Source: an optimization exercise on an open RTL-to-GDS flow (aim: small area). Production flows keep margins and buffers that such runs may drop. Only simulation tests tie the RTL to the original design; equivalence was not proved. Power and IR drop assume default switching activity.

--- flow/config.mk ---
export PLATFORM = sky130hd
export DESIGN_NAME = sxp
export DESIGN_NICKNAME = sxp
export VERILOG_FILES = /design/flow/design.v
export SDC_FILE = /design/flow/constraint.sdc
export NUM_CORES = 4
export LEC_CHECK = 0
export ABC_AREA = 1
export CAP_MARGIN = 20
export CORE_MARGIN = 2
export CORE_UTILIZATION = 85
export CTS_BUF_LIST = sky130_fd_sc_hd__clkbuf_8
export CTS_CLUSTER_DIAMETER = 35
export CTS_CLUSTER_SIZE = 15
export SETUP_SLACK_MARGIN = 0.7
export SLEW_MARGIN = 20
--- flow/constraint.sdc ---
create_clock -name core_clock -period 10.0 [get_ports {clk}]
set_input_delay 2.0000 -clock core_clock [delete_from_list [all_inputs] [get_ports {clk}]]
set_output_delay 2.0000 -clock core_clock [all_outputs]
set_load 0.01 [all_outputs]
--- flow/design.v ---
`default_nettype none
package sxp_pkg;
  typedef logic [32-1:0] data_t;      
  typedef logic [32-1:0] inst_t;      
  typedef logic [4-1:0]   rf_addr_t;   
  typedef logic [16-1:0]  imm_t;       
  typedef logic [3:0]             cvnz_t;      
  typedef enum logic [1:0] {
    DEST_REG   = 2'b00,
    DEST_JUMP  = 2'b01,
    DEST_STORE = 2'b10,
    DEST_NONE  = 2'b11    
  } dest_cfg_e;
  typedef enum logic [2:0] {
    SRC_RR = 3'b000,   
    SRC_RI = 3'b001,   
    SRC_PR = 3'b010,   
    SRC_PI = 3'b011    
  } src_cfg_e;
  typedef enum logic [2:0] {
    ALU_ADD, ALU_SUB, ALU_AND, ALU_OR, ALU_XOR, ALU_SHL, ALU_SHR, ALU_PASSB
  } alu_op_e;
  typedef enum logic [3:0] {
    WB_RESULT = 4'b0000,
    WB_Z      = 4'b0100,
    WB_N      = 4'b0101,
    WB_V      = 4'b0110,
    WB_C      = 4'b0111
  } wb_cfg_e;
endpackage
`default_nettype wire
`default_nettype none
module sxp
(
  input  wire        clk,
  input  wire        reset_b,
  input  wire [31:0] mem_inst,
  output wire [31:0] mem_pc,
  output wire        spw_we,
  output wire [31:0] spw_addr,
  output wire [31:0] spw_data
);
  reg  [4:0] cnt;       
  reg        clr;       
  wire [2:0] ph = cnt[2:0];
  wire       p0 = (cnt[4:3] == 2'd0);
  wire       p1 = (cnt[4:3] == 2'd1);
  wire       p2 = (cnt[4:3] == 2'd2);
  wire       p3 = (cnt[4:3] == 2'd3);
  wire [1:0] dest    = mem_inst[31:30];
  wire       src_pc  = mem_inst[28];      
  wire       src_imm = mem_inst[27];      
  wire [2:0] op      = mem_inst[26:24];
  wire [3:0] wb      = mem_inst[23:20];
  wire [3:0] rd      = mem_inst[19:16];
  wire [3:0] ra      = mem_inst[15:12];
  wire [3:0] rb      = mem_inst[11:8];
  wire       vld     = ~mem_inst[29] & ~clr;
  wire       wb_flag = (wb[3:2] == 2'b01);
  wire       is_reg  = vld & (dest == 2'b00);
  wire       is_jmp  = vld & (dest == 2'b01);
  wire       is_st   = vld & (dest == 2'b10);
  wire       sub     = (op == 3'd1);
  wire       addsub  = (op[2:1] == 2'b00);
  wire       shl     = (op == 3'd5);
  reg  [31:0] pc;
  reg  [31:0] sa;       
  reg  [31:0] sd;       
  reg  [4:0]  s;        
  reg  [3:0]  prev;     
  reg         ac;       
  reg         pcc;      
  reg         zacc;     
  reg         tk;       
  wire [3:0]  raddr = p1 ? (src_imm ? rd : ra) : rb;
  wire [63:0] heads;
  wire       pol   = cnt[3];                
  wire [3:0]  rport = heads[4*raddr +: 4] ^ {4{pol}};
  wire        wclr  = clr & p3;
  wire        wen   = is_reg & (p2 | (p3 & (ph == 3'd0) & wb_flag));
  wire [3:0]  v;
  wire [3:0]  wdata = wclr ? 4'd0 : (p2 ? v : sd[3:0]);
  wire [3:0]  wx    = wdata ^ {4{pol}};
  genvar g;
  generate
    for (g = 0; g < 16; g = g + 1)
    begin : rf
      reg  [31:0] q;
      wire        we = wclr | (wen & (rd == g));
      always @(posedge clk)
        q <= {~(we ? wx : q[3:0]), q[31:4]};
      assign heads[4*g +: 4] = q[3:0];
    end
  endgenerate
  wire [3:0] imm_dig = ph[2] ? 4'd0 : mem_inst[4*ph[1:0] +: 4];
  wire [3:0] b_t     = src_imm ? imm_dig : rport;
  wire       last2 = (cnt == 5'd23);
  wire       pshift = (cnt >= 5'd23) & (cnt <= 5'd30);
  wire [4:0] pinc = {1'b0, pc[3:0]} + {4'd0, (last2 | pcc)};
  wire [3:0] a_t;       
  wire [2:0] dd   = s[4:2] ^ {3{shl}};
  wire [1:0] rr   = s[1:0] ^ {2{shl}};
  reg  [3:0] tapv;
  always @(*)
  begin
    case (dd)
      3'd0:    tapv = sa[7:4];
      3'd1:    tapv = sa[11:8];
      3'd2:    tapv = sa[15:12];
      3'd3:    tapv = sa[19:16];
      3'd4:    tapv = sa[23:20];
      3'd5:    tapv = sa[27:24];
      3'd6:    tapv = sa[31:28];
      default: tapv = a_t;
    endcase
  end
  wire [3:0] ph_d = {1'b0, ph} + {1'b0, dd};
  wire       ge7  = (ph_d >= 4'd7);
  wire       tvld = shl ? (p1 & ge7) : ((p1 & (ph == 3'd7)) | (p2 & ~ge7));
  wire [3:0] newd = tapv & {4{tvld}};
  wire [7:0] win  = {newd, prev};
  wire [6:0] win1 = shl ? win[7:1] : win[6:0];
  wire [6:0] wsh  = win1 >> rr;
  wire [3:0] ysh  = wsh[3:0];
  wire [3:0] a2  = sa[3:0];
  wire [3:0] bx  = p1 ? 4'd0 : (b_t ^ {4{sub}});
  wire       aci = (ph == 3'd0) ? (sub | p1) : ac;
  wire [4:0] sum = {1'b0, a2} + {1'b0, bx} + {4'd0, aci};
  assign a_t = src_pc ? sum[3:0] : rport;
  reg  [3:0] y;
  always @(*)
  begin
    case (op)
      3'd0, 3'd1: y = sum[3:0];
      3'd2:       y = a2 & b_t;
      3'd3:       y = a2 | b_t;
      3'd4:       y = a2 ^ b_t;
      3'd5:       y = sd[3:0];
      3'd6:       y = ysh;
      default:    y = b_t;
    endcase
  end
  assign v = wb_flag ? 4'd0 : y;
  wire zrun = ((ph == 3'd0) | zacc) & (y == 4'd0);
  wire fz   = zrun;
  wire fn   = y[3];
  wire fv   = addsub & (a2[3] == bx[3]) & (sum[3] != a2[3]);
  wire fc   = addsub & sum[4];
  reg  fsel;
  always @(*)
  begin
    case (wb[1:0])
      2'd0:    fsel = fz;
      2'd1:    fsel = fn;
      2'd2:    fsel = fv;
      default: fsel = fc;
    endcase
  end
  wire take_c = is_jmp & ((mem_inst[0] & ~src_imm) ? (s[0] ^ mem_inst[1]) : 1'b1);
  wire take   = last2 ? take_c : tk;
  wire [3:0] tgt  = (last2 & wb_flag) ? {3'b000, fsel} : sd[7:4];
  wire [3:0] pnew = clr ? 4'd0 : (take ? tgt : pinc[3:0]);
  wire [3:0] sa_in = p1 ? a_t : (p2 ? b_t : (p3 ? pc[31:28] : sa[3:0]));
  wire [3:0] sd_in = (p1 & shl) ? ysh : (p2 ? v : sd[3:0]);
  always @(posedge clk)
  begin
    sa   <= {sa_in, sa[31:4]};
    sd   <= {sd_in, sd[31:5], ((last2 & wb_flag) ? fsel : sd[4])};
    if (pshift)
      pc <= {pnew, pc[31:4]};
    prev <= newd;
    ac   <= sum[4];
    pcc  <= pinc[4];
    zacc <= zrun;
    if (last2)
      tk <= take_c;
    if (cnt == 5'd0)
      s[3:0] <= b_t;
    if (cnt == 5'd1)
      s[4] <= b_t[0];
  end
  always @(posedge clk or negedge reset_b)
  begin
    if (!reset_b)
    begin
      cnt  <= 5'd23;
      clr  <= 1'b1;
    end
    else
    begin
      cnt <= cnt + 5'd1;
      if (cnt == 5'd31)
        clr <= 1'b0;
    end
  end
  assign mem_pc   = pc;
  assign spw_we   = is_st & (cnt == 5'd24);
  assign spw_addr = sa;
  assign spw_data = sd;
endmodule
`default_nettype wire
--- flow/flow/run.sh ---
#!/bin/bash
# Standard layout with two changes: the port buffers are the smallest buffer
# cell, and the synthesized logic is re-mapped for area and started at the
# smallest drive strengths (post_synth.tcl, run at the end of the synthesis
# step); CTS adds no dummy loads. Each tool's output goes to standard.log.
set -e
cp standard.sh standard_sh_copy.log
export BUFFER_PORTS_ARGS="-buffer_cell sky130_fd_sc_hd__buf_1"
export POST_SYNTH_TCL=$PWD/flow/post_synth.tcl
export CTS_ARGS="-sink_clustering_enable -repair_clock_nets -sink_clustering_size 15 -sink_clustering_max_diameter 35 -buf_list sky130_fd_sc_hd__clkbuf_8 -dont_use_dummy_load"
bash standard.sh > standard.log 2>&1
--- flow/flow/downsize.tcl ---
# Swap every combinational cell of the synthesized netlist to the smallest
# drive strength of its kind; the placement and CTS repair steps that follow
# size up whatever needs it.
set block [ord::get_db_block]
set db [ord::get_db]
set dont_use [split [string trim $::env(DONT_USE_CELLS)]]
set swapped 0
foreach inst [$block getInsts] {
  set master [$inst getMaster]
  set name [$master getName]
  if { ![regexp {^(sky130_fd_sc_hd__[a-z0-9]+(?:_[a-z0-9]+)*?)_([0-9]+)$} $name -> base size] } {
    continue
  }
  if { [regexp {__(df|edf|sdf|dl|sedf|conb|tap|fill|decap|diode)} $base] } {
    continue
  }
  set best $master
  set best_w [$master getWidth]
  foreach size {1 0 2 4} {
    set cand [$db findMaster ${base}_$size]
    if { $cand eq "NULL" || $cand eq "" } { continue }
    if { [lsearch -exact $dont_use ${base}_$size] >= 0 } { continue }
    set w [$cand getWidth]
    if { $w < $best_w } {
      set best $cand
      set best_w $w
    }
  }
  if { $best ne $master } {
    $inst swapMaster $best
    incr swapped
  }
}
puts "downsize: swapped $swapped instances"
--- flow/flow/filter_lib.py ---
#!/usr/bin/env python3
"""Copy a liberty file without the cells named on the command line
(fnmatch patterns), so that restructure cannot pick a don't-use cell."""
import fnmatch
import re
import sys

src, dst = sys.argv[1], sys.argv[2]
pats = sys.argv[3:]
out = []
skip = 0
depth = 0
dropped = 0
with open(src) as f:
    for line in f:
        if skip:
            depth += line.count('{') - line.count('}')
            if depth <= 0:
                skip = 0
            continue
        m = re.match(r'\s*cell\s*\(\s*"?([\w]+)"?\s*\)', line)
        if m and any(fnmatch.fnmatch(m.group(1), p) for p in pats):
            depth = line.count('{') - line.count('}')
            skip = 1 if depth > 0 else 0
            dropped += 1
            continue
        out.append(line)
with open(dst, 'w') as f:
    f.writelines(out)
print(f"filter_lib: dropped {dropped} cells")
--- flow/flow/post_synth.tcl ---
# Run at the end of the synthesis step (POST_SYNTH_TCL): re-map the
# combinational logic between the registers for area with OpenROAD's
# restructure (ABC), then start every combinational cell at its smallest
# drive strength; the later repair steps size up what needs it.
set flow_dir [file dirname [info script]]
set rmp_dir [file join $::env(OBJECTS_DIR) rmp]
file mkdir $rmp_dir
set lib [file join $rmp_dir lib_no_dont_use.lib]
exec python3 [file join $flow_dir filter_lib.py] [lindex $::env(LIB_FILES) 0] $lib \
  {*}[split [string trim $::env(DONT_USE_CELLS)]] >@ stdout
source [file join $flow_dir downsize.tcl]
restructure -target area -liberty_file $lib \
  -tielo_port sky130_fd_sc_hd__conb_1/LO -tiehi_port sky130_fd_sc_hd__conb_1/HI \
  -work_dir $rmp_dir -abc_logfile [file join $rmp_dir abc.log]
source [file join $flow_dir downsize.tcl]

# nothing the platform marks don't-use may be left
foreach inst [[ord::get_db_block] getInsts] {
  set m [[$inst getMaster] getName]
  if { [lsearch -exact [split [string trim $::env(DONT_USE_CELLS)]] $m] >= 0 } {
    error "post_synth: don't-use cell $m left on [$inst getName]"
  }
}
--- flow/standard.sh ---
#!/bin/bash
# synth_recipe.tcl (not shown) runs the flow's synth.tcl, then flattens the netlist and writes it again
# the make line also repeats each setting of config.mk as NAME=value (left out here)
make -C /OpenROAD-flow-scripts/flow DESIGN_CONFIG=/design/flow/config.mk WORK_HOME=/design/flow/orfs CLKGATE_MAP_FILE= SYNTH_SCRIPT=/design/flow/synth_recipe.tcl "${@:-finish}"
==> flow_metrics.py, run 1 <==
metrics = {
    "clock_network": {
        "cts_max_level": 2,
        "cts_max_path_buffers": 3,
        "root_buffer": "clkbuf_8",
        "holdBufCountCts": 0,
        "cts_inserted_buffers": 52,
        "postCtsSetupBuffers": 0,
        "cts_resized": 22,
    },
    "synthesis": {
        "avgSynthCellArea_um2": 14.29,
        "syn_nets": 1134,
        "yosysWarnings": 1,
        "synthCells": 1100,
        "synth.cell_area_mm2": 0.01572,
    },
    "die": {
        "rows": 49,
        "io_pins": 131,
        "die_height_um": 140.0,
        "initial_core_util_pct": 86.94,
        "die_x_um": 140.0,
    },
    "placed_design": {
        "portBuffers": 130,
        "gp_congestion": 1.115,
        "pre_cts_ws_ns": -0.6965,
        "dp_hpwl_mm": 33.65,
    },
    "run_status": {
        "status": "did not finish",
        "haltStage": "4_1_cts",
        "error": "[ERROR DPL-0033] detailed placement checks failed during check placement.",
    },
}
==> power by group through the flow <==
stage	logic, mW	clock network, mW	registers, mW
2_1_floorplan	0.0977	0	2.68
3_3_place_gp	0.196	0	2.67
3_5_place_dp	0.227	0	2.67
==> through the flow <==
step	setup TNS [ns]	cells	cell area (µm²)
floorplan	0	1100	15730
global placement	0	1469	16580
detailed placement	-24.57	1469	16580
==> worst max path at each step <==
stage | to | from | depth (start not counted)
floorplan | rf[10].q[31] | mem_inst[27] | 29
global placement | rf[3].q[31] | mem_inst[27] | 33
detailed placement | rf[15].q[31] | mem_inst[27] | 33
==> inputs of run 2 (changes only) <==
--- a/flow/config.mk
+++ b/flow/config.mk
@@ -8,9 +8,9 @@
 export ABC_AREA = 1
 export CAP_MARGIN = 20
 export CORE_MARGIN = 2
-export CORE_UTILIZATION = 85
+export CORE_UTILIZATION = 75
 export CTS_BUF_LIST = sky130_fd_sc_hd__clkbuf_8
 export CTS_CLUSTER_DIAMETER = 35
 export CTS_CLUSTER_SIZE = 15
-export SETUP_SLACK_MARGIN = 0.7
+export SETUP_SLACK_MARGIN = 1.5
 export SLEW_MARGIN = 20
==> flow_metrics.py, run 2 <==
metrics = {
    "worst_hold_path": {
        "hold_class": "reg -> reg",
    },
    "finish": {
        "final_nets": 1332,
        "num-fill-cells": 791,
        "final_common_cell": "dfxtp_1",
        "final_cell_area_mm2": 0.01753,
        "instances_no_fill": 1570,
        "fin_util_pct": 85.80,
        "largest_register_ffs": 512,
        "drive_gt1_share_pct": 7.099,
        "top_register": "rf.q",
        "most-common-layout-cells": "dfxtp_1 (584), buf_1 (129), o22ai_1 (127)",
        "syn2layout_area_growth_pct": 11.48,
    },
    "placed_design": {
        "place_area_mm2": 0.01665,
        "portBuffers": 130,
        "pre_cts_ws_ns": 0.4844,
        "dp.cells": 1512,
        "dp_hpwl_mm": 28.02,
        "gp_congestion": 1.035,
    },
    "synthesis": {
        "yosysWarnings": 1,
        "synth.cell_area_mm2": 0.01572,
        "avgSynthCellArea_um2": 14.29,
        "synthCells": 1100,
        "syn_nets": 1134,
    },
    "sta": {
        "hold_violations": 0,
        "period_minus_slack_ns": 8.533,
        "setup_violations": 0,
        "slew_headroom_pct": 22.52,
        "slew_viol_final": 0,
        "finalSetupTns_ns": 0,
        "setup_slack_ns": 1.467,
        "finalHoldWorstSlack_ns": 0.2596,
        "min_period_over_period_pct": 85.33,
        "finClkSkew_ns": 0.1129,
        "rsz0062_at_grt": "no",
        "worst_slew_pin_slew_ns": 1.150,
        "max_freq_mhz": 117.2,
    },
    "clock_network": {
        "clock_latency_ns": 0.66,
        "numClockSinks": 627,
        "cts_inserted_buffers": 54,
        "cts_max_level": 2,
        "clkTransAtPathRegs_ns": 0.10,
        "root_buffer": "clkbuf_8",
        "holdBufCountCts": 0,
        "postCtsSetupBuffers": 0,
        "cts_tree": "yes",
        "cts_max_path_buffers": 3,
    },
    "worst_setup_path": {
        "crit_arrival_ns": 8.96,
        "ff2ff_setup_slack_ns": 1.63,
        "crit_slowest_cell": "o22ai_1",
        "cp_max_fo": 17,
        "slowest_delay_ns": 0.64,
        "cp-start-kind": "primary input",
        "crit_type": "in -> reg",
        "crit_required_ns": 10.43,
        "crit_buf_inv": 6,
        "cp_top_family": "compound AO/OA/AOI/OAI gates",
        "critPathCaptureType": "flop",
        "crit_top_cell": "o22ai_1",
    },
    "die": {
        "dieArea_mm2": 0.02214,
        "die_x_um": 148.8,
        "die_height_um": 148.8,
        "core-area_mm2": 0.02043,
        "initial_core_util_pct": 76.97,
        "io_pins": 131,
        "rows": 52,
    },
    "global_route": {
        "antenna_found_initial": 5,
        "grt_pass1_wl_mm": 63.85,
        "grt-ovfl-total": 0,
        "first_global_vias": 10130,
        "grt_max_degree": 34,
        "grt_usage_pct": 39.73,
    },
    "detailed_routing": {
        "vias": 10630,
        "drt-vias-per-instance": 6.768,
        "routed_wl_mm": 46.65,
        "dr.pass1.iters": 14,
        "route.detailed.drc": 0,
        "drtIter0Drc": 1716,
        "ant_nets": 0,
        "wl_per_cell_um": 29.71,
    },
    "power_and_ir_drop": {
        "combPwrFrac_pct": 5.8,
        "powerDensity_mw_per_mm2": 234.6,
        "ir_drop_mv": 0.2074,
        "power.total_mw": 4.113,
        "switching_power_uw": 983.7,
        "internal-power_mw": 3.129,
        "pwr-share-seq_pct": 63.6,
        "swShare_pct": 23.92,
        "power_leakage_nw": 6.537,
        "clkPwrFrac_pct": 30.6,
    },
    "run_status": {
        "status": "finished clean",
    },
    "run": {
        "maxCapViolCount": 0,
    },
}
## run 2: final timing paths
check,end,startpoint,cells after the start
worst max-delay path,rf[2].q[31],mem_inst[27],30
worst min register to register,rf[6].q[11],rf[6].q[15],0
worst max register to register,rf[2].q[31],cnt[3],33
worst min-delay path,rf[6].q[11],rf[6].q[15],0
min in group asynchronous,cnt[3],reset_b,1
max in group asynchronous,cnt[4],reset_b,1
## run 2: power by group through the flow
| stage | clock network (mW) | logic [mW] | registers (mW) |
|---|---|---|---|
| floorplan | 0 | 0.0978 | 2.68 |
| global placement | 0 | 0.201 | 2.67 |
| detailed placement | 0 | 0.209 | 2.67 |
| CTS | 1.23 | 0.217 | 2.62 |
| global route | 1.33 | 0.248 | 2.62 |
| finish | 1.26 | 0.239 | 2.62 |
## run 2: cell type report
class | instances | area [µm²] | share of cell area, %
Antenna cell | 4 | 10.01 | 0.05710
Clock buffer | 54 | 743.2 | 4.240
Inverter | 75 | 291.5 | 1.663
Multi-Input combinational cell | 398 | 2592 | 14.79
Sequential cell | 627 | 12960 | 73.93
Tap cell | 270 | 337.8 | 1.927
Timing Repair Buffer | 142 | 594.3 | 3.390
## run 2: repair_timing
item	CTS	global route
setup endpoints to repair	67	52
gates resized for setup	6	22
endpoints found under the hold margin	0	0
## run 2: worst reg2reg max path: cells and delay by family (launching register included)
kind | cells | cell delay, ns
AOI/OAI and AO/OA | 18 | 4.03
xor gates and xnor gates | 2 | 0.72
buffers and inverters | 8 | 2.22
DFF | 1 | 0.59
and+or+nand+nor | 5 | 0.66
## run 2: routing by layer
layer	share of wire [%]	routed length [µm]	global-route usage (%)
met3	12	5640	9.755
met5	0.058	27	0
met2	46	21440	66.34
met1	33	15510	46.67
met4	8.6	4030	24.48
==> inputs of run 3 (changes only) <==
--- a/flow/config.mk
+++ b/flow/config.mk
@@ -12,5 +12,5 @@
 export CTS_BUF_LIST = sky130_fd_sc_hd__clkbuf_8
 export CTS_CLUSTER_DIAMETER = 35
 export CTS_CLUSTER_SIZE = 15
-export SETUP_SLACK_MARGIN = 1.5
+export SETUP_SLACK_MARGIN = 0.4
 export SLEW_MARGIN = 20
==> flow_metrics.py, run 3 <==
metrics = {
    "run_status": {
        "status": "finished clean",
    },
    "worst_setup_path": {
        "crit_arrival_ns": 9.72,
        "slowest_delay_ns": 0.58,
        "crit_required_ns": 10.35,
        "r2r_cells": 34,
        "cp_max_fo": 17,
        "critPathCaptureType": "flop",
        "crit_top_cell": "o22ai_1",
        "crit_type": "in -> reg",
        "crit_slowest_cell": "clkinv_1",
        "cp-start-kind": "primary input",
    },
    "synthesis": {
        "synthCells": 1100,
        "yosysWarnings": 1,
        "synth.cell_area_mm2": 0.01572,
        "syn_nets": 1134,
        "avgSynthCellArea_um2": 14.29,
    },
    "global_route": {
        "grt_max_degree": 34,
        "first_global_vias": 10380,
        "antenna_found_initial": 3,
        "grt_pass1_wl_mm": 65.05,
        "grt-ovfl-total": 0,
        "grt_usage_pct": 40.88,
    },
    "power_and_ir_drop": {
        "pwr-share-seq_pct": 64.4,
        "swShare_pct": 23.45,
        "internal-power_mw": 3.107,
        "power_leakage_nw": 6.488,
        "ir_drop_mv": 0.1982,
        "clkPwrFrac_pct": 29.9,
        "combPwrFrac_pct": 5.6,
        "switching_power_uw": 951.8,
        "powerDensity_mw_per_mm2": 233.5,
    },
    "placed_design": {
        "pre_cts_ws_ns": 1.036,
        "dp_hpwl_mm": 29.00,
        "portBuffers": 130,
        "gp_congestion": 1.001,
    },
    "die": {
        "io_pins": 131,
        "core-area_mm2": 0.02043,
        "die_x_um": 148.8,
        "die_height_um": 148.8,
        "initial_core_util_pct": 76.97,
        "dieArea_mm2": 0.02214,
        "rows": 52,
    },
    "clock_network": {
        "numClockSinks": 627,
        "clkTransAtPathRegs_ns": 0.09,
        "cts_resized": 0,
        "cts_inserted_buffers": 52,
        "cts_max_path_buffers": 3,
        "cts_max_level": 2,
        "postCtsSetupBuffers": 0,
        "root_buffer": "clkbuf_8",
        "clock_latency_ns": 0.63,
        "holdBufCountCts": 0,
        "cts_tree": "yes",
    },
    "detailed_routing": {
        "drtIter0Drc": 1542,
        "dr.pass1.iters": 8,
        "drt-vias-per-instance": 6.719,
        "wl_per_cell_um": 28.78,
        "ant_nets": 0,
        "route.detailed.drc": 0,
        "vias": 10540,
        "routed_wl_mm": 45.13,
    },
    "worst_hold_path": {
        "hold_class": "reg -> reg",
        "holdPathStages": 0,
    },
    "sta": {
        "setup_violations": 0,
        "slew_headroom_pct": 31.06,
        "period_minus_slack_ns": 9.370,
        "rsz0062_at_grt": "no",
        "hold_violations": 0,
        "setup_slack_ns": 0.6300,
        "worst_slew_pin_slew_ns": 1.023,
        "max_freq_mhz": 106.7,
        "slew_viol_final": 0,
        "min_period_over_period_pct": 93.70,
        "finalSetupTns_ns": 0,
        "finClkSkew_ns": 0.07660,
    },
    "finish": {
        "final_common_cell": "dfxtp_1",
        "drive_gt1_share_pct": 5.637,
        "final_nets": 1331,
        "largest_register_ffs": 512,
        "most-common-layout-cells": "dfxtp_1 (584), o22ai_1 (131), buf_1 (130)",
        "multi_input_area_mm2": 0.002495,
        "num-fill-cells": 839,
        "seq_area_mm2": 0.01296,
        "top_register": "rf.q",
        "syn2layout_area_growth_pct": 10.54,
    },
    "run": {
        "maxCapViolCount": 0,
    },
}
[run 3: final timing paths]
kind,start,endpoint,slack (ns)
worst max-delay path,mem_inst[27],rf[6].q[30],0.63
worst min-delay path,rf[5].q[20],rf[5].q[16],0.28
worst max register to register,cnt[3],rf[6].q[30],0.65
worst min register to register,rf[5].q[20],rf[5].q[16],0.28
max in group asynchronous,reset_b,cnt[2],8.33
min in group asynchronous,reset_b,cnt[3],1.33
[run 3: power groups by stage]
stage                     Clock [mW]  Combinational (mW)  Sequential, mW
after floorplan                    0              0.0975            2.68
after global placement             0               0.204            2.67
after detailed placement           0               0.214            2.67
after CTS                       1.21               0.218            2.61
after global routing            1.28               0.238            2.62
final                           1.21               0.229            2.62
[run 3: per-stage QoR]
stage	utilization [%]	power [mW]	hold WS, ns	cells	instance area, µm²
after floorplan	-	2.773	0.3096	1100	15720
after global placement	81.53	2.870	0.3096	1513	16660
after detailed placement	81.53	2.885	0.3121	1513	16660
after CTS	85.03	4.038	0.2925	1565	17370
after global routing	85.07	4.142	0.2955	1567	17380
final	85.08	4.059	0.2850	1568	17380
[run 3: area by class of cell]
| cell class | count | share of cell area, % |
|---|---|---|
| timing repair buffer | 143 | 3.369 |
| sequential | 627 | 74.55 |
| multi-input combinational | 398 | 14.35 |
| antenna | 3 | 0.04319 |
| clock buffer | 52 | 4.117 |
| tap | 270 | 1.944 |
| inverter | 75 | 1.620 |
[run 3: metal layers]
layer | vias to the layer above | track usage, % | wire length [µm]
met4 | 2 | 28.71 | 4014
li1 | 4294 | - | -
met1 | 4901 | 48.29 | 15550
met5 | - | 0 | 13
met3 | 333 | 10.34 | 5010
met2 | 1005 | 66.02 | 20540
[run 3: worst max-delay path, delay by kind of cell]
family          cells  cell delay [ns]
simple gates        5             0.63
buf+inv             8             2.47
xor+xnor            1             0.51
compound gates     17             4.07
==> inputs of run 4 (changes only) <==
==> flow/flow/run.sh (replaced) <==
#!/bin/bash
# Standard layout with two changes: the port buffers are the smallest buffer
# cell, and the synthesized logic is re-mapped for area and started at the
# smallest drive strengths (post_synth.tcl, run at the end of the synthesis
# step); CTS adds no dummy loads. The make run's full output (yosys and
# openroad) goes to standard.log; ORFS keeps each step's log under orfs/logs.
set -e
export BUFFER_PORTS_ARGS="-buffer_cell sky130_fd_sc_hd__buf_1"
export POST_SYNTH_TCL=$PWD/flow/post_synth.tcl
export CTS_ARGS="-sink_clustering_enable -repair_clock_nets -sink_clustering_size 15 -sink_clustering_max_diameter 35 -buf_list sky130_fd_sc_hd__clkbuf_8 -dont_use_dummy_load"
bash standard.sh > standard.log 2>&1
==> flow_metrics.py, run 4 <==
metrics = {
    "worst_setup_path": {
        "critPathCaptureType": "flop",
        "slowest_delay_ns": 0.58,
        "r2r_cells": 34,
        "crit_type": "in -> reg",
        "cp-start-kind": "primary input",
        "cp_max_fo": 17,
        "crit_required_ns": 10.35,
        "crit_arrival_ns": 9.72,
        "crit_slowest_cell": "clkinv_1",
        "ff2ff_setup_slack_ns": 0.65,
        "crit_top_cell": "o22ai_1",
        "regToRegStartpoint": "cnt[3]",
        "crit-reg2reg-capture": "rf[6].q[30]",
    },
    "worst_hold_path": {
        "hold_path_end": "rf[5].q[16]",
        "hp-start": "rf[5].q[20]",
        "hold_class": "reg -> reg",
        "holdPathStages": 0,
    },
    "synthesis": {
        "synth.cell_area_mm2": 0.01572,
        "synthCells": 1100,
        "avgSynthCellArea_um2": 14.29,
        "syn_nets": 1134,
        "yosysWarnings": 1,
    },
    "die": {
        "core-area_mm2": 0.02043,
        "dieArea_mm2": 0.02214,
        "die_height_um": 148.8,
        "die_x_um": 148.8,
        "io_pins": 131,
        "initial_core_util_pct": 76.97,
        "rows": 52,
    },
    "clock_network": {
        "cts_inserted_buffers": 52,
        "cts_max_level": 2,
        "clock_latency_ns": 0.63,
        "postCtsSetupBuffers": 0,
        "root_buffer": "clkbuf_8",
        "clkTransAtPathRegs_ns": 0.09,
        "cts_tree": "yes",
        "numClockSinks": 627,
        "cts_max_path_buffers": 3,
    },
    "power_and_ir_drop": {
        "internal-power_mw": 3.107,
        "swShare_pct": 23.45,
        "power_leakage_nw": 6.488,
        "powerDensity_mw_per_mm2": 233.5,
        "pwr-share-seq_pct": 64.4,
        "clkPwrFrac_pct": 29.9,
        "ir_drop_mv": 0.1982,
        "combPwrFrac_pct": 5.6,
        "switching_power_uw": 951.8,
    },
    "sta": {
        "finalSetupTns_ns": 0,
        "setup_violations": 0,
        "hold_violations": 0,
        "max_freq_mhz": 106.7,
        "slew_headroom_pct": 31.06,
        "worst_slew_pin_slew_ns": 1.023,
        "finalHoldWorstSlack_ns": 0.2850,
        "period_minus_slack_ns": 9.370,
        "min_period_over_period_pct": 93.70,
        "finClkSkew_ns": 0.07660,
        "setup_slack_ns": 0.6300,
        "rsz0062_at_grt": "no",
        "slew_viol_final": 0,
    },
    "detailed_routing": {
        "wl_per_cell_um": 28.78,
        "route.detailed.drc": 0,
        "dr.pass1.iters": 8,
        "routed_wl_mm": 45.13,
        "drtIter0Drc": 1542,
        "vias": 10540,
        "drt-vias-per-instance": 6.719,
        "ant_nets": 0,
    },
    "placed_design": {
        "gp_congestion": 1.001,
        "pre_cts_ws_ns": 1.036,
        "dp_hpwl_mm": 29.00,
        "portBuffers": 130,
    },
    "run": {
        "maxCapViolCount": 0,
    },
    "finish": {
        "most-common-layout-cells": "dfxtp_1 (584), o22ai_1 (131), buf_1 (130)",
        "num-fill-cells": 839,
        "top_register": "rf.q",
        "syn2layout_area_growth_pct": 10.54,
        "largest_register_ffs": 512,
        "drive_gt1_share_pct": 5.637,
        "final_common_cell": "dfxtp_1",
        "final_nets": 1331,
    },
    "global_route": {
        "first_global_vias": 10380,
        "grt_max_degree": 34,
        "grt_pass1_wl_mm": 65.05,
        "grt_usage_pct": 40.88,
        "grt-ovfl-total": 0,
        "antenna_found_initial": 3,
    },
    "run_status": {
        "status": "finished clean",
    },
}
==> run 4: cell counts in the layout (fill, tap and decap cells not counted) <==
No cell type changed its count.
==> run 4: repair_timing <==
item / 4_1_cts / 5_1_grt
hold buffers: 0 / 0
gates resized for setup: 0 / 1
endpoints found under the setup margin: 0 / 37
==> run 4: power by group through the flow <==
| stage | Clock, mW | Sequential, mW | Combinational (mW) |
|---|---|---|---|
| 3_5_place_dp | 0 | 2.67 | 0.214 |
| 5_1_grt | 1.28 | 2.62 | 0.238 |
| 2_1_floorplan | 0 | 2.68 | 0.0975 |
| 6_report | 1.21 | 2.62 | 0.229 |
| 3_3_place_gp | 0 | 2.67 | 0.204 |
| 4_1_cts | 1.21 | 2.61 | 0.218 |
==> run 4: how the worst max path moves through the flow <==
stage | from | to | slack (ns) | cells past startpoint
floorplan | mem_inst[27] | rf[10].q[31] | 0.49 | 29
global placement | mem_inst[27] | rf[13].q[29] | 1.53 | 32
detailed placement | mem_inst[27] | rf[11].q[31] | 1.04 | 34
CTS | cnt[3] | rf[6].q[30] | 0.96 | 30
global route | mem_inst[27] | rf[11].q[31] | 0.35 | 33
finish | mem_inst[27] | rf[6].q[30] | 0.63 | 31
==> run 4: area by class of cell <==
class,count,area [µm²],area share [%]
diodes,3,7.507,0.04319
clock buffers,52,715.7,4.117
inverters,75,281.5,1.620
multi-input cells,398,2495,14.35
flip-flops and latches,627,12960,74.55
well taps,270,337.8,1.944
repair buffers,143,585.6,3.369
==> run 4: through the flow <==
stage	util, %	power, mW	instance area (µm²)	instances
after global placement	81.53	2.870	16660	1513
final	85.08	4.059	17380	1568
after global routing	85.07	4.142	17380	1567
after detailed placement	81.53	2.885	16660	1513
after CTS	85.03	4.038	17370	1565
after floorplan	-	2.773	15720	1100
==> run 4: critical path: cells and delay by family <==
kind | cells | cell delay (ns)
XOR/XNOR | 1 | 0.51
AND/OR/NAND/NOR | 5 | 0.63
buffers and inverters | 8 | 2.47
AO/OA/AOI/OAI | 17 | 4.07
==> run 4: layer usage <==
metal,share of wire [%],GRT usage [%],vias to the layer above
li1,-,-,4294
met1,34,48.29,4901
met2,46,66.02,1005
met3,11,10.34,333
met4,8.9,28.71,2
met5,0.029,0,-
==> inputs of run 5 (changes only) <==
==> flow/flow/run.sh (replaced) <==
#!/bin/bash
# Standard layout with two changes: the port buffers are the smallest buffer
# cell, and the synthesized logic is re-mapped for area and started at the
# smallest drive strengths (post_synth.tcl, run at the end of the synthesis
# step); CTS adds no dummy loads. Each tool's output goes to standard.log.
set -e
cp standard.sh standard_sh_copy.log
export BUFFER_PORTS_ARGS="-buffer_cell sky130_fd_sc_hd__buf_1"
export POST_SYNTH_TCL=$PWD/flow/post_synth.tcl
export CTS_ARGS="-sink_clustering_enable -repair_clock_nets -sink_clustering_size 15 -sink_clustering_max_diameter 35 -buf_list {sky130_fd_sc_hd__clkbuf_4 sky130_fd_sc_hd__clkbuf_8} -dont_use_dummy_load"
bash standard.sh > standard.log 2>&1
--- a/flow/config.mk
+++ b/flow/config.mk
@@ -9,8 +9,8 @@
 export CAP_MARGIN = 20
 export CORE_MARGIN = 2
 export CORE_UTILIZATION = 75
-export CTS_BUF_LIST = sky130_fd_sc_hd__clkbuf_8
+export CTS_BUF_LIST = sky130_fd_sc_hd__clkbuf_4 sky130_fd_sc_hd__clkbuf_8
 export CTS_CLUSTER_DIAMETER = 35
 export CTS_CLUSTER_SIZE = 15
-export SETUP_SLACK_MARGIN = 0.4
+export SETUP_SLACK_MARGIN = 0.7
 export SLEW_MARGIN = 20
==> flow_metrics.py, run 5 <==
metrics = {
    "clock_network": {
        "root_buffer": "clkbuf_8",
        "cts_max_path_buffers": 3,
        "numClockSinks": 627,
        "cts_max_level": 2,
        "clkTransAtPathRegs_ns": 0.10,
        "cts_tree": "yes",
        "cts_inserted_buffers": 54,
        "clock_latency_ns": 0.65,
        "holdBufCountCts": 0,
        "postCtsSetupBuffers": 0,
        "cts_resized": 0,
    },
    "placed_design": {
        "portBuffers": 130,
        "dp_hpwl_mm": 28.24,
        "place_area_mm2": 0.01666,
        "gp_congestion": 0.9977,
    },
    "die": {
        "rows": 52,
        "core-area_mm2": 0.02043,
        "dieArea_mm2": 0.02214,
        "initial_core_util_pct": 76.97,
        "die_height_um": 148.8,
        "die_x_um": 148.8,
        "io_pins": 131,
    },
    "synthesis": {
        "yosysWarnings": 1,
        "synth.cell_area_mm2": 0.01572,
        "syn_nets": 1134,
        "synthCells": 1100,
        "avgSynthCellArea_um2": 14.29,
    },
    "worst_setup_path": {
        "crit_top_cell": "o22ai_1",
        "slowest_delay_ns": 0.52,
        "crit_arrival_ns": 9.72,
        "worstSetupStartpoint": "mem_inst[27]",
        "cp_max_fo": 17,
        "crit_slowest_cell": "o22ai_1",
        "regToRegStartpoint": "cnt[3]",
        "crit_type": "in -> reg",
        "cp-start-kind": "primary input",
        "crit_required_ns": 10.43,
        "critPathCaptureType": "flop",
    },
    "finish": {
        "drive_gt1_share_pct": 6.399,
        "most-common-layout-cells": "dfxtp_1 (584), o22ai_1 (131), buf_1 (129)",
        "syn2layout_area_growth_pct": 10.89,
        "num-fill-cells": 846,
        "final_nets": 1333,
        "final_cell_area_mm2": 0.01744,
        "largest_register_ffs": 512,
        "top_register": "rf.q",
        "final_common_cell": "dfxtp_1",
        "multi_input_area_mm2": 0.002515,
        "seq_area_mm2": 0.01296,
    },
    "sta": {
        "finalSetupTns_ns": 0,
        "setup_violations": 0,
        "period_minus_slack_ns": 9.296,
        "worst_slew_pin_slew_ns": 1.120,
        "min_period_over_period_pct": 92.96,
        "rsz0062_at_grt": "no",
        "slew_headroom_pct": 24.54,
        "max_freq_mhz": 107.6,
        "slew_viol_final": 0,
        "hold_violations": 0,
        "finClkSkew_ns": 0.1028,
    },
    "run_status": {
        "status": "finished clean",
    },
    "run": {
        "maxCapViolCount": 0,
    },
    "power_and_ir_drop": {
        "powerDensity_mw_per_mm2": 234.9,
        "ir_drop_mv": 0.2042,
        "power_leakage_nw": 6.514,
    },
    "detailed_routing": {
        "drt-vias-per-instance": 6.702,
        "dr.pass1.iters": 8,
        "vias": 10510,
        "ant_nets": 0,
        "drtIter0Drc": 1413,
        "routed_wl_mm": 45.73,
        "route.detailed.drc": 0,
        "wl_per_cell_um": 29.16,
    },
    "global_route": {
        "grt-ovfl-total": 0,
        "first_global_vias": 10390,
        "grt_max_degree": 33,
        "antenna_found_initial": 2,
        "grt_usage_pct": 40.75,
        "grt_pass1_wl_mm": 65.30,
    },
    "worst_hold_path": {
        "hp-start": "rf[3].q[5]",
        "hold_class": "reg -> reg",
    },
}
run 5: cell count changes in the layout (fill, tap and decap cells not counted):
| cell | change |
|---|---|
| o32ai_1 | -1 |
| o32ai_2 | +1 |
| clkbuf_2 | +1 |
| a221oi_2 | +2 |
| diode_2 | -2 |
| clkbuf_8 | +2 |
| clkinv_1 | -4 |
| inv_2 | +1 |
| buf_1 | -1 |
| clkinvlp_4 | +3 |
| a221oi_1 | -2 |
run 5: path summary, 6_finish.rpt:
kind,end,slack [ns],cells past startpoint
worst max register to register,rf[1].q[31],0.99,35
worst max-delay path,rf[1].q[31],0.70,34
worst min register to register,rf[3].q[1],0.29,0
worst min-delay path,rf[3].q[1],0.29,0
max in group asynchronous,cnt[0],8.27,1
min in group asynchronous,cnt[3],1.34,1
run 5: report_power, final:
group / switching, mW / internal, mW / total (mW) / leakage (nW)
registers: 0.0415 / 2.57 / 2.62 / 5.20
clock network: 0.765 / 0.481 / 1.25 / 0.388
logic: 0.166 / 0.0682 / 0.234 / 0.922
total: 0.972 / 3.12 / 4.10 / 6.51
run 5: final cells by class:
| cell class | count | area share [%] |
|---|---|---|
| repair buffers | 143 | 3.365 |
| flip-flops and latches | 627 | 74.32 |
| inverters | 75 | 1.679 |
| clock buffers | 54 | 4.262 |
| multi-input cells | 398 | 14.42 |
| well taps | 270 | 1.937 |
| diodes | 1 | 0.01435 |
run 5: critical path, delay by kind of cell:
kind,cells,cell delay (ns)
AOI/OAI and AO/OA,20,4.54
buffers and inverters,7,2.01
and+or+nand+nor,6,0.85
xor gates and xnor gates,1,0.27
run 5: per-layer routing:
layer  track usage (%)  wire (µm)  part of all wire [%]
met5                 0          0                     0
met4             25.57       3835                   8.4
met3             11.59       5262                    12
met2             66.27      21050                    46
met1             48.20      15580                    34
run 5: metrics by stage:
stage,hold WS [ns],std cells,power (mW),utilization (%),setup WS [ns]
final,0.2906,1568,4.096,85.35,0.7039
after global routing,0.2894,1568,4.179,85.35,0.5166
after CTS,0.2891,1567,4.068,85.17,0.7281
after detailed placement,0.3121,1513,2.883,81.53,0.6489
after global placement,0.3096,1513,2.873,81.53,1.129
after floorplan,0.3096,1100,2.773,-,1.362
==> inputs of run 6 (changes only) <==
--- a/flow/flow/run.sh
+++ b/flow/flow/run.sh
@@ -7,5 +7,5 @@
 cp standard.sh standard_sh_copy.log
 export BUFFER_PORTS_ARGS="-buffer_cell sky130_fd_sc_hd__buf_1"
 export POST_SYNTH_TCL=$PWD/flow/post_synth.tcl
-export CTS_ARGS="-sink_clustering_enable -repair_clock_nets -sink_clustering_size 15 -sink_clustering_max_diameter 35 -buf_list {sky130_fd_sc_hd__clkbuf_4 sky130_fd_sc_hd__clkbuf_8} -dont_use_dummy_load"
+export CTS_ARGS="-sink_clustering_enable -repair_clock_nets -sink_clustering_size 18 -sink_clustering_max_diameter 40 -buf_list sky130_fd_sc_hd__clkbuf_8 -root_buf sky130_fd_sc_hd__clkbuf_16 -dont_use_dummy_load"
 bash standard.sh > standard.log 2>&1
--- a/flow/config.mk
+++ b/flow/config.mk
@@ -9,8 +9,8 @@
 export CAP_MARGIN = 20
 export CORE_MARGIN = 2
 export CORE_UTILIZATION = 75
-export CTS_BUF_LIST = sky130_fd_sc_hd__clkbuf_4 sky130_fd_sc_hd__clkbuf_8
-export CTS_CLUSTER_DIAMETER = 35
-export CTS_CLUSTER_SIZE = 15
+export CTS_BUF_LIST = sky130_fd_sc_hd__clkbuf_8
+export CTS_CLUSTER_DIAMETER = 40
+export CTS_CLUSTER_SIZE = 18
 export SETUP_SLACK_MARGIN = 0.7
 export SLEW_MARGIN = 20
==> flow_metrics.py, run 6 <==
metrics = {
    "clock_network": {
        "cts_max_level": 2,
        "root_buffer": "clkbuf_16",
        "postCtsSetupBuffers": 0,
        "cts_tree": "yes",
        "cts_inserted_buffers": 46,
        "cts_max_path_buffers": 3,
        "clock_latency_ns": 0.56,
        "clkTransAtPathRegs_ns": 0.11,
        "cts_resized": 0,
        "numClockSinks": 627,
        "holdBufCountCts": 0,
    },
    "worst_setup_path": {
        "crit_top_cell": "o22ai_1",
        "critPathCaptureType": "flop",
        "crit_slowest_cell": "o22ai_1",
        "crit_arrival_ns": 9.25,
        "slowest_delay_ns": 0.81,
        "cp_max_fo": 16,
        "crit_type": "reg -> reg",
        "cp-start-kind": "flop",
        "crit_required_ns": 10.34,
    },
    "synthesis": {
        "synth.cell_area_mm2": 0.01572,
        "yosysWarnings": 1,
        "avgSynthCellArea_um2": 14.29,
        "synthCells": 1100,
        "syn_nets": 1134,
    },
    "placed_design": {
        "gp_congestion": 0.9977,
        "place_area_mm2": 0.01666,
        "dp_hpwl_mm": 28.24,
        "portBuffers": 130,
    },
    "global_route": {
        "grt-ovfl-total": 0,
        "grt_pass1_wl_mm": 63.19,
        "first_global_vias": 10100,
        "grt_max_degree": 33,
        "grt_usage_pct": 39.44,
        "antenna_found_initial": 3,
    },
    "detailed_routing": {
        "route.detailed.drc": 0,
        "wl_met3_mm": 4.746,
        "wl_per_cell_um": 28.09,
        "ant_nets": 0,
        "routed_wl_mm": 43.83,
        "top_layer": "met5",
        "drtIter0Drc": 1528,
        "drt-vias-per-instance": 6.678,
        "dr.pass1.iters": 6,
        "wirelength_met1_mm": 15.31,
        "vias": 10420,
        "dr_wl_met2_mm": 20.62,
    },
    "die": {
        "dieArea_mm2": 0.02214,
        "die_height_um": 148.8,
        "initial_core_util_pct": 76.97,
        "io_pins": 131,
        "rows": 52,
        "die_x_um": 148.8,
        "core-area_mm2": 0.02043,
    },
    "finish": {
        "fin_util_pct": 85.00,
        "final_common_cell": "dfxtp_1",
        "drive_gt1_share_pct": 5.431,
        "most-common-layout-cells": "dfxtp_1 (584), o22ai_1 (131), buf_1 (129)",
        "final_nets": 1325,
        "syn2layout_area_growth_pct": 10.43,
        "top_register": "rf.q",
        "num-fill-cells": 852,
        "largest_register_ffs": 512,
        "final_cell_area_mm2": 0.01736,
    },
    "sta": {
        "min_period_over_period_pct": 89.11,
        "rsz0062_at_grt": "no",
        "worst_slew_pin_slew_ns": 0.9860,
        "hold_violations": 0,
        "finalSetupTns_ns": 0,
        "slew_viol_final": 0,
        "max_freq_mhz": 112.2,
        "finalHoldWorstSlack_ns": 0.2935,
        "period_minus_slack_ns": 8.911,
        "setup_violations": 0,
        "finClkSkew_ns": 0.08512,
        "slew_headroom_pct": 33.57,
    },
    "power_and_ir_drop": {
        "powerDensity_mw_per_mm2": 233.2,
        "power.total_mw": 4.050,
        "ir_drop_mv": 0.1781,
        "power_leakage_nw": 6.473,
    },
    "run": {
        "maxCapViolCount": 0,
    },
    "run_status": {
        "status": "finished clean",
    },
    "worst_hold_path": {
        "hold_class": "reg -> reg",
    },
}
-- run 6: per-layer routing --
metal / track usage [%] / vias up
li1: - / 4282
met1: 48.12 / 4929
met2: 65.42 / 947
met3: 8.746 / 257
met4: 22.67 / 2
met5: 0 / -
-- run 6: per-stage QoR --
stage	setup slack, ns	cells
after floorplan	1.362	1100
after global placement	1.129	1513
after detailed placement	0.6489	1513
after CTS	1.085	1559
after global routing	0.9142	1560
final	1.089	1560
-- run 6: final cells by class --
cell class | count | area [µm²] | area share, %
repair buffers | 143 | 586.8 | 3.379
well taps | 270 | 337.8 | 1.946
clock buffers | 46 | 689.4 | 3.970
multi-input cells | 398 | 2500 | 14.40
diodes | 1 | 2.502 | 0.01441
inverters | 75 | 289.0 | 1.664
flip-flops and latches | 627 | 12960 | 74.63
-- run 6: worst paths after layout --
path	to	slack, ns	startpoint	depth (start not counted)
worst max register to register	rf[10].q[31]	1.09	cnt[3]	33
min in group asynchronous	cnt[3]	1.38	reset_b	1
worst min-delay path	rf[9].q[17]	0.29	rf[9].q[21]	0
max in group asynchronous	cnt[0]	8.23	reset_b	1
worst min register to register	rf[9].q[17]	0.29	rf[9].q[21]	0
worst max-delay path	rf[10].q[31]	1.09	cnt[3]	33
-- run 6: critical path: cells and delay by family, from the launching register on --
family	cells	cell delay [ns]
buf+inv	7	2.31
compound gates	18	4.57
xor+xnor	1	0.11
simple gates	7	1.35
flops	1	0.35
-- run 6: where the power goes --
part | switching (mW) | internal [mW]
clock network | 0.745 | 0.461
registers | 0.0416 | 2.57
logic | 0.160 | 0.0681
total | 0.946 | 3.10
==> inputs of run 7 (changes only) <==
--- a/flow/config.mk
+++ b/flow/config.mk
@@ -10,7 +10,7 @@
 export CORE_MARGIN = 2
 export CORE_UTILIZATION = 75
 export CTS_BUF_LIST = sky130_fd_sc_hd__clkbuf_8
-export CTS_CLUSTER_DIAMETER = 40
-export CTS_CLUSTER_SIZE = 18
-export SETUP_SLACK_MARGIN = 0.7
+export CTS_CLUSTER_DIAMETER = 35
+export CTS_CLUSTER_SIZE = 15
+export SETUP_SLACK_MARGIN = 0.4
 export SLEW_MARGIN = 20
==> flow_metrics.py, run 7 <==
metrics = {
    "run_status": {
        "status": "finished clean",
    },
    "sta": {
        "setup_slack_ns": 0.3814,
        "finalSetupTns_ns": 0,
        "setup_violations": 0,
        "min_period_over_period_pct": 96.19,
        "slew_viol_final": 0,
        "slew_headroom_pct": 31.33,
        "worst_slew_pin_slew_ns": 1.022,
        "hold_violations": 0,
        "period_minus_slack_ns": 9.619,
        "rsz0062_at_grt": "no",
        "max_freq_mhz": 104.0,
        "finClkSkew_ns": 0.05854,
    },
    "worst_setup_path": {
        "cp_max_fo": 33,
        "crit_arrival_ns": 9.89,
        "cp_top_family": "compound AO/OA/AOI/OAI gates",
        "slowest_delay_ns": 0.76,
        "cp-start-kind": "flop",
        "crit_type": "reg -> reg",
        "crit_top_cell": "o22ai_1",
        "crit_required_ns": 10.27,
        "critPathCaptureType": "flop",
        "crit_buf_inv": 9,
        "crit_slowest_cell": "dfrtp_1",
    },
    "detailed_routing": {
        "ant_nets": 0,
        "dr.pass1.iters": 6,
        "route.detailed.drc": 0,
        "wl_per_cell_um": 29.26,
        "drt-vias-per-instance": 6.758,
        "routed_wl_mm": 45.64,
        "drtIter0Drc": 1618,
        "vias": 10540,
    },
    "clock_network": {
        "clkTransAtPathRegs_ns": 0.09,
        "cts_inserted_buffers": 44,
        "postCtsSetupBuffers": 0,
        "clock_latency_ns": 0.54,
        "root_buffer": "clkbuf_16",
        "cts_tree": "yes",
        "cts_max_level": 2,
        "cts_max_path_buffers": 3,
        "numClockSinks": 627,
    },
    "finish": {
        "fin_util_pct": 84.85,
        "top_register": "rf.q",
        "syn2layout_area_growth_pct": 10.24,
        "final_nets": 1323,
        "num-fill-cells": 835,
        "final_common_cell": "dfxtp_1",
        "largest_register_ffs": 512,
        "seq_area_mm2": 0.01296,
        "most-common-layout-cells": "dfxtp_1 (584), buf_1 (130), o22ai_1 (130)",
        "drive_gt1_share_pct": 5.128,
        "multi_input_area_mm2": 0.002501,
    },
    "placed_design": {
        "pre_cts_ws_ns": 1.036,
        "portBuffers": 130,
        "gp_congestion": 1.001,
        "dp_hpwl_mm": 29.00,
    },
    "global_route": {
        "grt_pass1_wl_mm": 65.98,
        "first_global_vias": 10420,
        "antenna_found_initial": 3,
        "grt_max_degree": 34,
        "grt-ovfl-total": 0,
        "grt_usage_pct": 41.55,
    },
    "die": {
        "die_x_um": 148.8,
        "initial_core_util_pct": 76.97,
        "die_height_um": 148.8,
        "rows": 52,
        "dieArea_mm2": 0.02214,
        "core-area_mm2": 0.02043,
        "io_pins": 131,
    },
    "power_and_ir_drop": {
        "power_leakage_nw": 6.461,
        "powerDensity_mw_per_mm2": 232.1,
        "ir_drop_mv": 0.2041,
        "power.total_mw": 4.023,
    },
    "synthesis": {
        "synthCells": 1100,
        "avgSynthCellArea_um2": 14.29,
        "synth.cell_area_mm2": 0.01572,
        "yosysWarnings": 1,
        "syn_nets": 1134,
    },
    "worst_hold_path": {
        "hold_class": "reg -> reg",
    },
    "run": {
        "maxCapViolCount": 0,
    },
}
-- run 7: worst reg2reg max path, delay by kind of cell, from the launching register on --
| kind | cells | cell delay (ns) |
|---|---|---|
| AOI/OAI and AO/OA | 17 | 4.12 |
| xor gates and xnor gates | 1 | 0.21 |
| buffers and inverters | 9 | 2.91 |
| DFF | 1 | 0.76 |
| and+or+nand+nor | 7 | 1.38 |
-- run 7: timing repair --
| action | CTS | global route |
|---|---|---|
| gates resized for setup | 0 | 2 |
| hold buffers | 0 | 0 |
| setup endpoints to repair | 0 | 49 |
-- run 7: layout make-up --
cell class,count,area share (%)
Clock buffer,44,3.818
Multi-Input combinational cell,398,14.43
Antenna cell,3,0.04331
Timing Repair Buffer,143,3.378
Inverter,75,1.624
Tap cell,270,1.949
Sequential cell,627,74.76
-- run 7: power by group --
group | switching [mW] | leakage (nW) | internal [mW]
combinational | 0.162 | 0.916 | 0.0683
sequential | 0.0411 | 5.20 | 2.57
clock | 0.733 | 0.342 | 0.444
total | 0.936 | 6.46 | 3.09
-- run 7: worst paths after layout --
| path | startpoint | end | slack, ns | cells past startpoint |
|---|---|---|---|---|
| max | cnt[3] | rf[6].q[30] | 0.38 | 34 |
| min | rf[6].q[22] | rf[6].q[18] | 0.30 | 0 |
| max reg2reg | cnt[3] | rf[6].q[30] | 0.38 | 34 |
| min reg2reg | rf[6].q[22] | rf[6].q[18] | 0.30 | 0 |
| max in group asynchronous | reset_b | cnt[2] | 8.30 | 1 |
| min in group asynchronous | reset_b | cnt[3] | 1.39 | 1 |
-- run 7: layer usage --
layer	wire [µm]	vias up	GRT usage, %	part of all wire (%)
met2	21140	1027	68.22	46
met5	11	-	0.2273	0.024
li1	-	4278	-	-
met4	3867	2	26.00	8.5
met1	15490	4909	49.90	34
met3	5131	327	9.878	11
-- run 7: through the flow --
stage | area, µm² | hold WS [ns] | std cells
finish | 17330 | 0.3030 | 1560
global route | 17330 | 0.2999 | 1559
CTS | 17320 | 0.2976 | 1557
detailed placement | 16660 | 0.3121 | 1513
global placement | 16660 | 0.3096 | 1513
floorplan | 15720 | 0.3096 | 1100
==> inputs of run 8 (changes only) <==
--- a/flow/flow/run.sh
+++ b/flow/flow/run.sh
@@ -7,5 +7,5 @@
 cp standard.sh standard_sh_copy.log
 export BUFFER_PORTS_ARGS="-buffer_cell sky130_fd_sc_hd__buf_1"
 export POST_SYNTH_TCL=$PWD/flow/post_synth.tcl
-export CTS_ARGS="-sink_clustering_enable -repair_clock_nets -sink_clustering_size 18 -sink_clustering_max_diameter 40 -buf_list sky130_fd_sc_hd__clkbuf_8 -root_buf sky130_fd_sc_hd__clkbuf_16 -dont_use_dummy_load"
+export CTS_ARGS="-sink_clustering_enable -repair_clock_nets -sink_clustering_size 20 -sink_clustering_max_diameter 40 -buf_list sky130_fd_sc_hd__clkbuf_8 -root_buf sky130_fd_sc_hd__clkbuf_16 -dont_use_dummy_load"
 bash standard.sh > standard.log 2>&1
==> flow_metrics.py, run 8 <==
metrics = {
    "run_status": {
        "status": "finished clean",
    },
    "global_route": {
        "grt_usage_pct": 41.12,
        "grt-ovfl-total": 0,
        "grt_pass1_wl_mm": 65.23,
        "grt_max_degree": 34,
        "antenna_found_initial": 2,
        "first_global_vias": 10300,
    },
    "die": {
        "initial_core_util_pct": 76.97,
        "die_x_um": 148.8,
        "die_height_um": 148.8,
        "rows": 52,
        "dieArea_mm2": 0.02214,
        "core-area_mm2": 0.02043,
        "io_pins": 131,
    },
    "run": {
        "maxCapViolCount": 0,
    },
    "sta": {
        "hold_violations": 0,
        "period_minus_slack_ns": 9.386,
        "slew_headroom_pct": 33.49,
        "finalSetupTns_ns": 0,
        "max_freq_mhz": 106.5,
        "min_period_over_period_pct": 93.86,
        "finalHoldWorstSlack_ns": 0.2857,
        "worst_slew_pin_slew_ns": 0.9872,
        "finClkSkew_ns": 0.07424,
        "rsz0062_at_grt": "no",
        "setup_violations": 0,
        "slew_viol_final": 0,
    },
    "clock_network": {
        "clock_latency_ns": 0.55,
        "cts_max_level": 2,
        "clkTransAtPathRegs_ns": 0.12,
        "holdBufCountCts": 0,
        "root_buffer": "clkbuf_16",
        "cts_inserted_buffers": 44,
        "cts_max_path_buffers": 3,
        "numClockSinks": 627,
        "cts_tree": "yes",
    },
    "worst_setup_path": {
        "regToRegStartpoint": "cnt[3]",
        "cp_max_fo": 33,
        "crit_slowest_cell": "o22ai_1",
        "critPathCaptureType": "flop",
        "crit_top_cell": "o22ai_1",
        "crit_arrival_ns": 9.78,
        "cp-start-kind": "primary input",
        "crit_type": "in -> reg",
        "crit_required_ns": 10.40,
        "worstSetupStartpoint": "mem_inst[27]",
        "slowest_delay_ns": 0.46,
    },
    "detailed_routing": {
        "vias": 10460,
        "drtIter0Drc": 1485,
        "route.detailed.drc": 0,
        "drt-vias-per-instance": 6.711,
        "ant_nets": 0,
        "wl_per_cell_um": 28.92,
        "dr.pass1.iters": 8,
        "routed_wl_mm": 45.09,
    },
    "finish": {
        "num-fill-cells": 841,
        "most-common-layout-cells": "dfxtp_1 (584), o22ai_1 (131), buf_1 (130)",
        "instances_no_fill": 1559,
        "final_common_cell": "dfxtp_1",
        "top_register": "rf.q",
        "seq_area_mm2": 0.01296,
        "syn2layout_area_growth_pct": 10.19,
        "multi_input_area_mm2": 0.002495,
        "drive_gt1_share_pct": 5.051,
        "final_nets": 1323,
        "fin_util_pct": 84.81,
        "largest_register_ffs": 512,
    },
    "synthesis": {
        "yosysWarnings": 1,
        "synth.cell_area_mm2": 0.01572,
        "synthCells": 1100,
        "syn_nets": 1134,
        "avgSynthCellArea_um2": 14.29,
    },
    "placed_design": {
        "dp.cells": 1513,
        "gp_congestion": 1.001,
        "portBuffers": 130,
        "dp_hpwl_mm": 29.00,
    },
    "worst_hold_path": {
        "hp-start": "rf[12].q[22]",
        "hold_class": "reg -> reg",
    },
    "power_and_ir_drop": {
        "powerDensity_mw_per_mm2": 231.9,
        "power_leakage_nw": 6.456,
        "ir_drop_mv": 0.2261,
    },
}
-- run 8: final timing paths --
kind / endpoint / slack, ns / cells after the start
worst min-delay path: rf[12].q[18] / 0.29 / 0
worst max-delay path: rf[11].q[31] / 0.61 / 35
max in group asynchronous: cnt[2] / 8.30 / 1
worst min register to register: rf[12].q[18] / 0.29 / 0
worst max register to register: rf[11].q[31] / 0.67 / 35
min in group asynchronous: cnt[3] / 1.38 / 1
-- run 8: power by group --
group / internal [mW] / switching, mW
clock network: 0.444 / 0.727
registers: 2.57 / 0.0413
logic: 0.0682 / 0.162
total: 3.09 / 0.930
-- run 8: per-layer routing --
metal / part of all wire, % / vias to the layer above / wire length, µm / GRT usage [%]
li1: - / 4274 / - / -
met1: 34 / 4915 / 15230 / 48.16
met2: 46 / 958 / 20770 / 66.74
met3: 12 / 314 / 5190 / 12.08
met4: 8.5 / 2 / 3850 / 26.24
met5: 0.12 / - / 52 / 1.364
-- run 8: through the flow --
stage,worst slack (ns),total power [mW],cell area [µm²]
finish,0.6141,4.017,17330
global route,0.5613,4.111,17330
CTS,1.027,4.004,17320
detailed placement,1.036,2.885,16660
global placement,1.533,2.870,16660
floorplan,0.4870,2.773,15720
-- run 8: worst max-delay path, delay by kind of cell --
kind,cells,cell delay (ns)
XOR/XNOR,1,0.20
AO/OA/AOI/OAI,20,4.56
AND/OR/NAND/NOR,6,0.73
buffers and inverters,8,2.26
-- run 8: cell type report --
type / instances / share of cell area, %
Inverter: 75 / 1.625
Clock buffer: 44 / 3.820
Sequential cell: 627 / 74.80
Antenna cell: 2 / 0.02889
Tap cell: 270 / 1.950
Multi-Input combinational cell: 398 / 14.40
Timing Repair Buffer: 143 / 3.380
-- run 8: timing repair --
action,4_1_cts,5_1_grt
resized for setup,0,1
buffers inserted,0,0
setup endpoints to repair,0,2
==> inputs of run 9 (changes only) <==
==> flow/flow/run.sh (replaced) <==
#!/bin/bash
# Standard layout with two changes: the port buffers are the smallest buffer
# cell, and the synthesized logic is re-mapped for area and started at the
# smallest drive strengths (post_synth.tcl, run at the end of the synthesis
# step); CTS adds no dummy loads. The make run's full output (yosys and
# openroad) goes to standard.log; ORFS keeps each step's log under orfs/logs.
set -e
export BUFFER_PORTS_ARGS="-buffer_cell sky130_fd_sc_hd__buf_1"
export POST_SYNTH_TCL=$PWD/flow/post_synth.tcl
export CTS_ARGS="-sink_clustering_enable -repair_clock_nets -sink_clustering_size 15 -sink_clustering_max_diameter 50 -buf_list sky130_fd_sc_hd__clkbuf_8 -dont_use_dummy_load"
bash standard.sh > standard.log 2>&1
--- a/flow/config.mk
+++ b/flow/config.mk
@@ -8,9 +8,9 @@
 export ABC_AREA = 1
 export CAP_MARGIN = 20
 export CORE_MARGIN = 2
-export CORE_UTILIZATION = 75
+export CORE_UTILIZATION = 78
 export CTS_BUF_LIST = sky130_fd_sc_hd__clkbuf_8
-export CTS_CLUSTER_DIAMETER = 35
+export CTS_CLUSTER_DIAMETER = 50
 export CTS_CLUSTER_SIZE = 15
 export SETUP_SLACK_MARGIN = 0.4
 export SLEW_MARGIN = 20
==> flow_metrics.py, run 9 <==
metrics = {
    "detailed_routing": {
        "wl_per_cell_um": 31.58,
        "vias": 10960,
        "drt-vias-per-instance": 7.034,
        "route.detailed.drc": 0,
        "drtIter0Drc": 2141,
        "routed_wl_mm": 49.21,
        "ant_nets": 0,
        "dr.pass1.iters": 9,
    },
    "clock_network": {
        "cts_max_level": 2,
        "holdBufCountCts": 0,
        "root_buffer": "clkbuf_8",
        "numClockSinks": 627,
        "cts_max_path_buffers": 3,
        "cts_tree": "yes",
        "cts_inserted_buffers": 47,
        "clkTransAtPathRegs_ns": 0.11,
        "clock_latency_ns": 0.62,
    },
    "die": {
        "die_x_um": 146.0,
        "core-area_mm2": 0.01965,
        "dieArea_mm2": 0.02131,
        "io_pins": 131,
        "initial_core_util_pct": 80.00,
        "die_height_um": 146.0,
        "rows": 51,
    },
    "sta": {
        "setup_violations": 0,
        "max_freq_mhz": 106.5,
        "min_period_over_period_pct": 93.89,
        "period_minus_slack_ns": 9.389,
        "slew_headroom_pct": 28.95,
        "worst_slew_pin_slew_ns": 1.055,
        "slew_viol_final": 0,
        "rsz0062_at_grt": "no",
        "finalSetupTns_ns": 0,
        "finClkSkew_ns": 0.04916,
        "hold_violations": 0,
    },
    "worst_setup_path": {
        "cp-start-kind": "primary input",
        "crit_top_cell": "o22ai_1",
        "cp_max_fo": 32,
        "crit_type": "in -> reg",
        "ff2ff_setup_slack_ns": 0.70,
        "crit_required_ns": 10.42,
        "crit_arrival_ns": 9.80,
        "critPathCaptureType": "flop",
        "slowest_delay_ns": 0.54,
        "crit_slowest_cell": "clkinv_2",
    },
    "synthesis": {
        "synth.cell_area_mm2": 0.01572,
        "synthCells": 1100,
        "yosysWarnings": 1,
        "avgSynthCellArea_um2": 14.29,
        "syn_nets": 1134,
    },
    "run_status": {
        "status": "finished clean",
    },
    "placed_design": {
        "gp_congestion": 1.034,
        "dp_hpwl_mm": 29.87,
        "portBuffers": 130,
        "dp.cells": 1507,
    },
    "finish": {
        "drive_gt1_share_pct": 5.431,
        "final_nets": 1325,
        "instances_no_fill": 1558,
        "top_register": "rf.q",
        "num-fill-cells": 676,
        "most-common-layout-cells": "dfxtp_1 (584), o22ai_1 (131), buf_1 (130)",
        "syn2layout_area_growth_pct": 10.14,
        "final_common_cell": "dfxtp_1",
        "largest_register_ffs": 512,
    },
    "global_route": {
        "grt-ovfl-total": 0,
        "grt_max_degree": 33,
        "antenna_found_initial": 8,
        "grt_usage_pct": 45.84,
        "first_global_vias": 10980,
        "grt_pass1_wl_mm": 71.19,
    },
    "power_and_ir_drop": {
        "power_leakage_nw": 6.452,
        "powerDensity_mw_per_mm2": 233.2,
        "ir_drop_mv": 0.1720,
    },
    "worst_hold_path": {
        "hold_class": "reg -> reg",
    },
    "run": {
        "maxCapViolCount": 0,
    },
}
==> run 9: stage by stage <==
step / worst slack (ns) / hold WS [ns] / total power [mW] / area, µm² / util (%)
5_1_grt: 0.4469 / 0.2962 / 4.116 / 17310 / 88.09
3_5_place_dp: 0.2466 / 0.3121 / 2.884 / 16640 / 84.68
3_3_place_gp: 0.9832 / 0.3096 / 2.870 / 16640 / 84.68
4_1_cts: 0.7510 / 0.3068 / 4.006 / 17290 / 87.97
2_1_floorplan: 0.4870 / 0.3096 / 2.773 / 15720 / -
6_report: 0.6106 / 0.2977 / 4.039 / 17320 / 88.11
==> run 9: layout make-up <==
class	instances	area (µm²)	share of cell area, %
clock buffers	47	646.9	3.735
repair buffers	142	578.1	3.338
well taps	265	331.6	1.915
multi-input cells	398	2506	14.47
diodes	4	10.01	0.05780
inverters	75	286.5	1.655
flip-flops and latches	627	12960	74.83
==> run 9: critical path: cells and delay by family <==
family | cells | cell delay [ns]
buf+inv | 5 | 1.97
xor+xnor | 1 | 0.22
compound gates | 20 | 4.90
simple gates | 5 | 0.68
==> run 9: layer usage <==
metal,global-route usage (%),vias up,part of all wire [%]
li1,-,4283,-
met1,52.01,5058,32
met2,73.21,1218,45
met3,16.18,394,14
met4,31.50,6,9.3
met5,0,-,0.045
==> run 9: path summary, 6_finish.rpt <==
| kind | from | cells past startpoint | to |
|---|---|---|---|
| setup reg to reg | cnt[3] | 30 | rf[15].q[31] |
| min in group asynchronous | reset_b | 1 | cnt[3] |
| setup / recovery | mem_inst[27] | 31 | rf[15].q[31] |
| max in group asynchronous | reset_b | 1 | cnt[2] |
| hold reg to reg | rf[5].q[7] | 0 | rf[5].q[3] |
| hold / removal | rf[5].q[7] | 0 | rf[5].q[3] |
==> run 9: power by group <==
| part | internal (mW) | switching [mW] |
|---|---|---|
| clock network | 0.423 | 0.760 |
| logic | 0.0678 | 0.171 |
| registers | 2.57 | 0.0433 |
==> run 9: what timing repair did <==
action,4_1_cts,5_1_grt
setup buffers,0,0
setup endpoints to repair,12,51
gates resized for setup,1,3

[static timing again, ports no longer ideal]
The results above use ideal ports. As a check the final layouts listed here were re-extracted and re-timed, cells and wires unchanged. Step 1, drivers: a clkbuf_16 drives clk and a buf_2 each remaining input, both assumed. Step 2 moves the port delays by t, midway between the first and last clock arrival at a register: inputs arrive t later, outputs are due t later. That takes back most of the time a late clock gives input paths. a / b / c = ideal ports / drivers / drivers and shift; a / b = the first two.
run | t, ns | setup WS [ns] | worst slew at a driven data input, ns
run 2 | 0.649 | 1.467 / 1.403 / 0.753 | 0.13
run 3 | 0.633 | 0.630 / 0.571 / -0.062 | 0.10
run 4 | 0.633 | 0.630 / 0.571 / -0.062 | 0.10
run 5 | 0.641 | 0.704 / 0.661 / 0.019 | 0.09
run 6 | 0.568 | 1.089 / 1.089 / 0.563 | 0.09
run 7 | 0.564 | 0.381 / 0.381 / -0.132 | 0.12
run 8 | 0.569 | 0.614 / 0.569 / 0.000 | 0.09
run 9 | 0.637 | 0.611 / 0.524 / -0.112 | 0.13
With both steps, setup timing fails in run 3, run 4, run 7 and run 9, where it was met with ideal ports. For run 9, which loses most, drivers alone change the setup slack by -0.087 ns; drivers and shift together by -0.723 ns.
